This design comes from an exercise in tuning for small area, a short achievable clock period and few clock cycles on the open sky130 flow, not from production work.
Only simulation tests tie the RTL to the original design; equivalence was not proved.

==> flow/design.v (outline; a module is shown in full before it is edited, if it fits) <==
// module lane_mul: 3172 lines
// module lane_add: 30 lines
// module vector_lane: 303 lines
module vector_lane #(
  parameter int QD  = 4,                      
  parameter bit MM2 = 1'b0                    
) (
  input  logic        clk_i,
  input  logic        resetn_i,
  input  logic        psel_i,
  input  logic        penable_i,
  input  logic        pwrite_i,
  input  logic [7:0]  paddr_i,
  input  logic [31:0] pwdata_i,
  output logic [31:0] prdata_o,
  output logic        pready_o,
  output logic        pslverr_o
);
  // ...
==> flow/flow/run.sh <==
#!/bin/bash
# The standard layout, with timing repair aimed at a shorter period than the
# clock constraint (the constraint itself is unchanged) over all violating
# endpoints, and the port buffers made of plain buffers rather than the delay
# cells buffer_ports picks.
set -euo pipefail
bash standard.sh SETUP_SLACK_MARGIN=9.6 TNS_END_PERCENT=100 \
  "BUFFER_PORTS_ARGS=-buffer_cell sky130_fd_sc_hd__buf_4" finish > standard_flow.log 2>&1
==> flow/standard.sh <==
#!/bin/bash
# synth_recipe.tcl (not shown) runs the flow's synth.tcl, then flattens the netlist and writes it again
# the make line also repeats each setting of config.mk as NAME=value (left out here)
make -C /OpenROAD-flow-scripts/flow DESIGN_CONFIG=/design/flow/config.mk WORK_HOME=/design/flow/orfs CLKGATE_MAP_FILE= SYNTH_SCRIPT=/design/flow/synth_recipe.tcl "${@:-finish}"
==> flow/config.mk <==
export PLATFORM = sky130hd
export DESIGN_NAME = vector_lane
export DESIGN_NICKNAME = vector_lane
export VERILOG_FILES = /design/flow/design.v
export SDC_FILE = /design/flow/constraint.sdc
export NUM_CORES = 4
export LEC_CHECK = 0
export CAP_MARGIN = 20
export CELL_PAD_IN_SITES_DETAIL_PLACEMENT = 1
export CELL_PAD_IN_SITES_GLOBAL_PLACEMENT = 2
export CORE_MARGIN = 2
export CORE_UTILIZATION = 50
export CTS_CLUSTER_DIAMETER = 100
export CTS_CLUSTER_SIZE = 20
export PLACE_DENSITY = 0.6
export SLEW_MARGIN = 20
==> flow/constraint.sdc <==
create_clock -name core_clock -period 14.0 [get_ports {clk_i}]
set_input_delay 2.8000 -clock core_clock [delete_from_list [all_inputs] [get_ports {clk_i}]]
set_output_delay 2.8000 -clock core_clock [all_outputs]
set_load 0.01 [all_outputs]
==> qor.csv, run 1 <==
metric;value;unit
multi_input_area_share;0.363;
synthAdderAreaFrac;0.104;
htree_levels;4;
fillers;30700;
synthMuxAreaShare;0.0239;
layout-drive-gt1-share;0.120;
die_area;315000;um2
finalNonFillerCells;17100;
synth.largest_area_cell;edfxtp_1;
antenna_found_initial;101;
outcome;timing/DRC/antenna clean;
rrSetupSlack;9.48;ns
synth-seq-cells;3175;
seq_cell_count;3175;
synth_cell_types;94;
crit_chain;buf_4 -> buf_6 -> a21oi_1 -> a21oi_1 -> o221ai_1 -> a221o_1 -> o21a_1 -> a21o_1;
r2r_cells;8;
rsz0062_at_grt;yes;
critical_path.endpoint;prdata_q[1];
ys.flop_type;edfxtp_1;
yosys-top-cells-area;edfxtp_1 48%, dfxtp_1 7.3%, a22oi_1 5.8%, fa_1 5.8%, ha_1 4.6%;
pre_cts_slack;8.20;ns
post-cts-setup-buffers;96;
fin_nets;13800;
fin_util;0.558;
setup-tns-final;0;ns
rows;204;
cts_resized;299;
Testbench counts, summed over its fixed seeds: cycles 768.
==> run 2, diff against run 1 <==
--- a/flow/config.mk
+++ b/flow/config.mk
@@ -5,7 +5,7 @@
 export SDC_FILE = /design/flow/constraint.sdc
 export NUM_CORES = 4
 export LEC_CHECK = 0
-export CAP_MARGIN = 20
+export CAP_MARGIN = 40
 export CELL_PAD_IN_SITES_DETAIL_PLACEMENT = 1
 export CELL_PAD_IN_SITES_GLOBAL_PLACEMENT = 2
 export CORE_MARGIN = 2
@@ -13,4 +13,4 @@
 export CTS_CLUSTER_DIAMETER = 100
 export CTS_CLUSTER_SIZE = 20
 export PLACE_DENSITY = 0.6
-export SLEW_MARGIN = 20
+export SLEW_MARGIN = 40
==> run 2 against run 1 <==
Effect of this change:
- still clean on timing, DRC and antenna
- sequential share of layout area decreased by 0.12 points
- design area is 0.27% higher
- clock-buffer cell count fell by 5
- maximum frequency decreased by 0.84%
- flip-flop and latch count did not move
- critical endpoint is now prdata_q[4]
- highest routed layer unchanged
==> qor.csv, run 2 <==
metric;value;unit;change
outcome;timing/DRC/antenna clean;;unchanged
min_period;4.56;ns;was 4.52 ns
worstPathMaxFanout;41;;unchanged
rsz0062_at_grt;yes;;unchanged
largest_register_ff_count;2048;;unchanged
rrSetupSlack;9.44;ns;was 9.48 ns
r2r-start;esel_q[1];;unchanged
maxCapViolations;0;;unchanged
clkLatencyLatePin;0.98;ns;was 0.96 ns
synth-seq-cells;3175;;unchanged
htree_levels;4;;unchanged
clock_sinks;3175;;unchanged
setup-tns-final;0;ns;unchanged
dp_cells;16500;;about the same
overflow;0;;unchanged
design.core.area;309000;um2;unchanged
crit_type;register to register;;unchanged
max_freq;219;MHz;was 221 MHz
clock_skew;0.0879;ns;was 0.0633 ns
hp-class;register to register;;unchanged
grt_pass1_wl;930000;um;was 931000 um
start_util;0.503;;unchanged
vias;116000;;was 117000
fillers;30600;;was 30700
drt-total-wl;686000;um;was 685000 um
reg2reg_to;prdata_q[4];;was prdata_q[1]
yosys-top-cells-area;edfxtp_1 48%, dfxtp_1 7.3%, a22oi_1 5.8%, fa_1 5.8%, ha_1 4.6%;;unchanged
die_h;561;um;unchanged
largest_registers;rf_q (2048), oa_q (256), ob_q (256);;unchanged
layout-drive-gt1-share;0.124;;was 0.120
layout_common_cells;2481 x edfxtp_1, 1201 x a22oi_1, 1045 x inv_1, 864 x nand2_1, 748 x nor2_1;;was 2481 x edfxtp_1, 1201 x a22oi_1, 1046 x inv_1, 866 x nand2_1, 749 x nor2_1
multiInputGateArea;62700;um2;was 62500 um2
finalSetupViolations;0;;unchanged
antenna_found_initial;99;;was 101
ant_nets;0;;unchanged
tightest_slew;1.01;ns;was 1.38 ns
dp_hpwl;448000;um;about the same
startpoint;esel_q[1];;unchanged
grt_pass1_vias;113000;;was 114000
numCtsBuffers;187;;unchanged
die_area;315000;um2;unchanged
grt_max_degree;94;;unchanged
hold_viol_final;0;;unchanged
gp_congestion;1.05;;unchanged
grt_usage;0.426;;was 0.427
dr.first_iter.drc_count;15800;;was 16700
slew_violations;0;;unchanged
whs;0.350;ns;was 0.345 ns
synth.largest_area_cell;edfxtp_1;;unchanged
slew_headroom;0.308;;was 0.0789
synthCells;12700;;unchanged
finalNonFillerCells;17100;;about the same
r2r_cells;9;;was 8
clk_pin_slew;0.09;ns;about the same
seq_area_frac_synth;0.573;;unchanged
cts_tree;built;;unchanged
die_w;561;um;unchanged
ys.warnings.count;13;;unchanged
finalCritPeriodShare;0.326;;was 0.323
seq_area;89100;um2;about the same
synth_top_area_share;0.480;;unchanged
viasPerCell;6.77;;was 6.81
final_common_cell;edfxtp_1;;unchanged
fin_nets;13800;;about the same
dr.pass1.iters;6;;unchanged
clk_path_buf_depth;4;;unchanged
max_flop_register;rf_q;;unchanged
synth_nets;13700;;unchanged
critPathLaunchType;register;;unchanged
placed_area;162000;um2;about the same
arrival;5.39;ns;was 5.34 ns
syn2layout_area_growth;11.2;%;was 10.9%
drc_errors;0;;unchanged
syn_area_per_cell;12.3;um2;unchanged
hold_buffers;0;;unchanged
root_buffer;clkbuf_16;;unchanged
syn_area;155000;um2;unchanged
rows;204;;unchanged
final_area;173000;um2;was 172000 um2
critical_path.endpoint;prdata_q[4];;was prdata_q[1]
ys.flop_type;edfxtp_1;;unchanged
cp-end-kind;register;;unchanged
io_buffers;77;;unchanged
async_reset_ff_frac;0.0400;;unchanged
yosysMostFrequentCell;edfxtp_1;;unchanged
synth_cell_types;94;;unchanged
synth_edf_count;2481;;unchanged
num_io_pins;79;;unchanged
synth_common_cells;2481 x edfxtp_1, 1202 x a22oi_1, 1063 x inv_1;;unchanged
crit_required;14.83;ns;was 14.82 ns
wl_per_cell;40.1;um;was 40.0 um
## run 2: critical path, cell delays in order (launching register included)
cell and delay [ns]:
dfxtp_4 0.79, buf_4 0.61, buf_6 0.53, a21oi_1 0.08
a21oi_1 0.52, o22ai_1 0.33, a21oi_1 0.74, nor3_1 0.16
buf_4 0.23, a221o_1 0.28
## run 2: metrics by stage
stage,setup WS [ns],util
2_1_floorplan,9.29,-
3_3_place_gp,8.18,0.524
3_5_place_dp,8.16,0.525
4_1_cts,9.55,0.551
5_1_grt,9.38,0.559
6_report,9.44,0.559
## run 2: layout make-up
| class | count | area share |
|---|---|---|
| multi-input combinational | 7677 | 0.363 |
| timing repair buffer | 641 | 0.0335 |
| inverter | 1066 | 0.0234 |
| antenna | 98 | 0.00142 |
| sequential | 3175 | 0.516 |
| tap | 4120 | 0.0298 |
| clock inverter | 28 | 0.00253 |
| clock buffer | 318 | 0.0304 |
## run 2: worst min path at each step
stage	depth (start not counted)	start	to
final	0	mul_vd_q[1]	m1_vd_q[1]
after global routing	0	mul_vd_q[1]	m1_vd_q[1]
after CTS	0	mul_vd_q[1]	m1_vd_q[1]
after detailed placement	0	mul_vd_q[1]	m1_vd_q[1]
after global placement	0	mul_vd_q[2]	m1_vd_q[2]
after floorplan	0	mul_vd_q[0]	m1_vd_q[0]
## run 2: logic make-up after synthesis
family                   share of synthesized area
AND/OR/NAND/NOR                             0.0881
AO/OA/AOI/OAI                                0.134
multiplexers                                0.0239
other                                    0.0000241
XOR/XNOR                                    0.0316
buffers and inverters                       0.0441
adder cells (fa/ha/maj)                      0.104
flip-flops                                   0.573
## run 2: what timing repair did
action	in CTS	in global routing
gates cloned	2	4
gates resized for setup	259	246
buffers inserted	102	106
endpoints found under the setup margin	2064	1988
pin swaps	53	74
hold endpoints to repair	0	0
## run 2: routing by layer
metal / wire, um / global-route usage / up-vias / share of wire
met5: 375 / 0 / - / 0.00055
met2: 291000 / 0.608 / 7504 / 0.42
li1: - / - / 46300 / -
met1: 258000 / 0.563 / 60500 / 0.38
met3: 84600 / 0.122 / 1642 / 0.12
met4: 52000 / 0.294 / 52 / 0.076
==> run 3, diff against run 2 <==
--- a/flow/flow/run.sh
+++ b/flow/flow/run.sh
@@ -4,5 +4,5 @@
 # endpoints, and the port buffers made of plain buffers rather than the delay
 # cells buffer_ports picks.
 set -euo pipefail
-bash standard.sh SETUP_SLACK_MARGIN=9.6 TNS_END_PERCENT=100 \
+bash standard.sh SETUP_SLACK_MARGIN=10 TNS_END_PERCENT=100 \
   "BUFFER_PORTS_ARGS=-buffer_cell sky130_fd_sc_hd__buf_4" finish > standard_flow.log 2>&1
--- a/flow/config.mk
+++ b/flow/config.mk
@@ -5,7 +5,7 @@
 export SDC_FILE = /design/flow/constraint.sdc
 export NUM_CORES = 4
 export LEC_CHECK = 0
-export CAP_MARGIN = 40
+export CAP_MARGIN = 20
 export CELL_PAD_IN_SITES_DETAIL_PLACEMENT = 1
 export CELL_PAD_IN_SITES_GLOBAL_PLACEMENT = 2
 export CORE_MARGIN = 2
@@ -13,4 +13,4 @@
 export CTS_CLUSTER_DIAMETER = 100
 export CTS_CLUSTER_SIZE = 20
 export PLACE_DENSITY = 0.6
-export SLEW_MARGIN = 40
+export SLEW_MARGIN = 20
==> run 3 against run 2 <==
Effect of this change:
- via count increased by 2.2%
- clock skew decreased by 0.016 ns
- critical path type unchanged
- largest cell class unchanged
==> qor.csv, run 3 <==
metric;value;unit;change
drc_errors;0;;unchanged
largest_registers;rf_q (2048), oa_q (256), ob_q (256);;unchanged
dr.pass1.iters;9;;was 6
overflow;0;;unchanged
ys.warnings.count;13;;unchanged
slew_violations;0;;unchanged
maxCapViolations;0;;unchanged
outcome;timing/DRC/antenna clean;;unchanged
async_reset_ff_frac;0.0400;;unchanged
die_w;561;um;unchanged
crit_type;register to register;;unchanged
worstPathMaxFanout;8;;was 41
grt_pass1_vias;117000;;was 113000
crit_slowest_cell;fa_1;;was dfxtp_4
yosys-top-cells-area;edfxtp_1 48%, dfxtp_1 7.3%, a22oi_1 5.8%, fa_1 5.8%, ha_1 4.6%;;unchanged
dr.first_iter.drc_count;17500;;was 15800
largest_register_ff_count;2048;;unchanged
cts_tree;built;;unchanged
max_flop_register;rf_q;;unchanged
antenna_found_initial;114;;was 99
htree_levels;4;;unchanged
die_area;315000;um2;unchanged
hold_buffers;0;;unchanged
synth.largest_area_cell;edfxtp_1;;unchanged
viasPerCell;6.81;;was 6.77
synth_edf_count;2481;;unchanged
root_buffer;clkbuf_16;;unchanged
wl_per_cell;40.3;um;was 40.1 um
clock_sinks;3175;;unchanged
ys.flop_type;edfxtp_1;;unchanged
crit_required;14.56;ns;was 14.83 ns
grt_usage;0.436;;was 0.426
cp_top_family;adder cells;;was compound AO/OA/AOI/OAI gates
hold_viol_final;0;;unchanged
syn_area;155000;um2;unchanged
synth_cell_types;94;;unchanged
syn2layout_area_growth;15.2;%;was 11.2%
crit_chain;inv_1 -> fa_1 -> fa_1 -> inv_1 -> ha_4 -> a211oi_4 -> nand2_2 -> o21ai_4 -> o32a_1 -> nand2b_4 -> buf_6 -> a21oi_4 -> xnor2_2 -> and2_4 -> buf_16 -> nor3_4 -> o221ai_4;;was buf_4 -> buf_6 -> a21oi_1 -> a21oi_1 -> o22ai_1 -> a21oi_1 -> nor3_1 -> buf_4 -> a221o_1
synthCells;12700;;unchanged
cp-end-kind;register;;unchanged
grt_pass1_wl;949000;um;was 930000 um
ant_nets;0;;unchanged
layout-drive-gt1-share;0.163;;was 0.124
synth_top_area_share;0.480;;unchanged
met1_usage;0.576;;was 0.563
finalSetupViolations;0;;unchanged
design.core.area;309000;um2;unchanged
rrSetupSlack;9.40;ns;was 9.44 ns
slew_headroom;0.134;;was 0.308
vias;119000;;was 116000
setup-tns-final;0;ns;unchanged
clock_skew;0.0715;ns;was 0.0879 ns
whs;0.338;ns;was 0.350 ns
grt_use_met3;0.124;;was 0.122
yosysMostFrequentCell;edfxtp_1;;unchanged
num_io_pins;79;;unchanged
seq_area_frac_synth;0.573;;unchanged
rsz0062_at_grt;yes;;unchanged
worst-path-buf-inv;4;;was 3
numCtsBuffers;189;;was 187
arrival;5.16;ns;was 5.39 ns
fin_util;0.579;;was 0.559
clkLatencyLatePin;0.96;ns;was 0.98 ns
grt.busiest_layer;met2;;unchanged
clk_pin_slew;0.09;ns;about the same
dp_hpwl;450000;um;was 448000 um
synth-seq-cells;3175;;unchanged
synth_common_cells;2481 x edfxtp_1, 1202 x a22oi_1, 1063 x inv_1;;unchanged
rows;204;;unchanged
syn_area_per_cell;12.3;um2;unchanged
slowest_delay;0.59;ns;was 0.79 ns
use_met2;0.613;;was 0.608
fin_nets;14100;;was 13800
synth_nets;13700;;unchanged
finalCritPeriodShare;0.329;;was 0.326
tightest_slew;1.29;ns;was 1.01 ns
die_h;561;um;unchanged
gp_congestion;1.07;;was 1.05
hp-class;register to register;;unchanged
start_util;0.503;;unchanged
layout_common_cells;2481 x edfxtp_1, 1200 x a22oi_1, 1025 x inv_1, 849 x nand2_1, 744 x nor2_1;;was 2481 x edfxtp_1, 1201 x a22oi_1, 1045 x inv_1, 864 x nand2_1, 748 x nor2_1
clk_path_buf_depth;4;;unchanged
grt_max_degree;98;;was 94
min_period;4.60;ns;was 4.56 ns
drt-total-wl;701000;um;was 686000 um
max_freq;217;MHz;was 219 MHz
hold_depth;0;;unchanged
r2r_cells;17;;was 9
path_depth;17;;was 9
final_common_cell;edfxtp_1;;unchanged
io_buffers;77;;unchanged
critPathLaunchType;register;;unchanged
[run 3: cell counts after synthesis]
Identical to the previous run, type by type.
[run 3: path summary, 6_finish.rpt]
kind,start,endpoint
setup / recovery,u_mul.r24_q,rf_q[6][24]
hold / removal,mul_vd_q[2],m1_vd_q[2]
setup reg to reg,u_mul.r24_q,rf_q[6][24]
hold reg to reg,mul_vd_q[2],m1_vd_q[2]
max in group asynchronous,resetn_i,instr_q[12]
min in group asynchronous,resetn_i,val_q[1][2]
[run 3: metal layers]
metal,routed length (um),share of wire
met1,259000,0.37
met2,297000,0.42
met5,931,0.0013
met4,56700,0.081
met3,87400,0.12
[run 3: metrics by stage]
step                      setup slack, ns  cells  instance area [um2]
after floorplan                      9.29  12700               155000
final                                9.40  17400               179000
after global routing                 9.30  17300               179000
after detailed placement             8.20  16500               162000
after CTS                            9.61  17100               176000
after global placement               8.41  16500               162000
[run 3: worst reg2reg max path: stages (launching register included)]
cell      delay (ns)
dfxtp_1         0.33
inv_1           0.06
fa_1            0.52
fa_1            0.59
inv_1           0.10
ha_4            0.18
a211oi_4        0.28
nand2_2         0.11
o21ai_4         0.27
o32a_1          0.33
nand2b_4        0.13
buf_6           0.14
a21oi_4         0.14
xnor2_2         0.10
and2_4          0.18
buf_16          0.18
nor3_4          0.32
o221ai_4        0.26
[run 3: final cells by class]
class / count / area (um2)
timing repair buffer: 880 / 9170
clock inverter: 27 / 390
inverter: 1066 / 4070
antenna: 136 / 340
clock buffer: 320 / 5330
fill: 30200 / 130000
sequential: 3175 / 89200
multi-input combinational: 7679 / 65200
tap: 4120 / 5150
[run 3: cells by family after synthesis]
group,share of synthesized area
adder cells (fa/ha/maj),0.104
buffers and inverters,0.0441
XOR/XNOR,0.0316
AND/OR/NAND/NOR,0.0881
other,0.0000241
multiplexers,0.0239
flip-flops,0.573
AO/OA/AOI/OAI,0.134
[run 3: what timing repair did]
item / in CTS / in global routing
resized for setup: 922 / 287
buffers inserted: 302 / 129
endpoints found under the setup margin: 2237 / 2146
cloned: 19 / 5
pin swaps: 177 / 118

afterwards: timing with drivers on the ports:
In the flow no input, the clock included, has a driving cell. The finished layouts below were timed again as built, in two steps. Step 1 (the two cells are an assumption about what drives the block):
set clk [get_ports {clk_i}]
set_driving_cell -lib_cell sky130_fd_sc_hd__clkbuf_16 $clk
set_driving_cell -lib_cell sky130_fd_sc_hd__buf_2 [delete_from_list [all_inputs] $clk]
Step 2 moves the port delays by t, midway between the first and last clock arrival at a register: inputs arrive t later, outputs are due t later. That takes back most of the time a late clock gives input paths. Slacks: no drivers / after step 1 / after step 2; pairs: no drivers / after step 1.
| run | shift t [ns] | setup slack, ns | clock arrival spread, ns | worst slew at a driven data input, ns | pins driven straight from the clock port |
|---|---|---|---|---|---|
| run 1 | 1.042 | 9.479 / 9.479 / 8.989 | 0.066 / 0.067 | 0.08 | 1 |
| run 2 | 1.052 | 9.440 / 9.440 / 8.928 | 0.088 / 0.088 | 0.08 | 1 |
| run 3 | 1.039 | 9.399 / 9.399 / 9.186 | 0.074 / 0.074 | 0.10 | 1 |
After both steps every run listed still meets setup and hold. The setup slack of run 2, which loses most, moves by 0.000 ns with the drivers and by -0.512 ns with both steps. The worst setup slack also covers recovery checks on asynchronous resets.
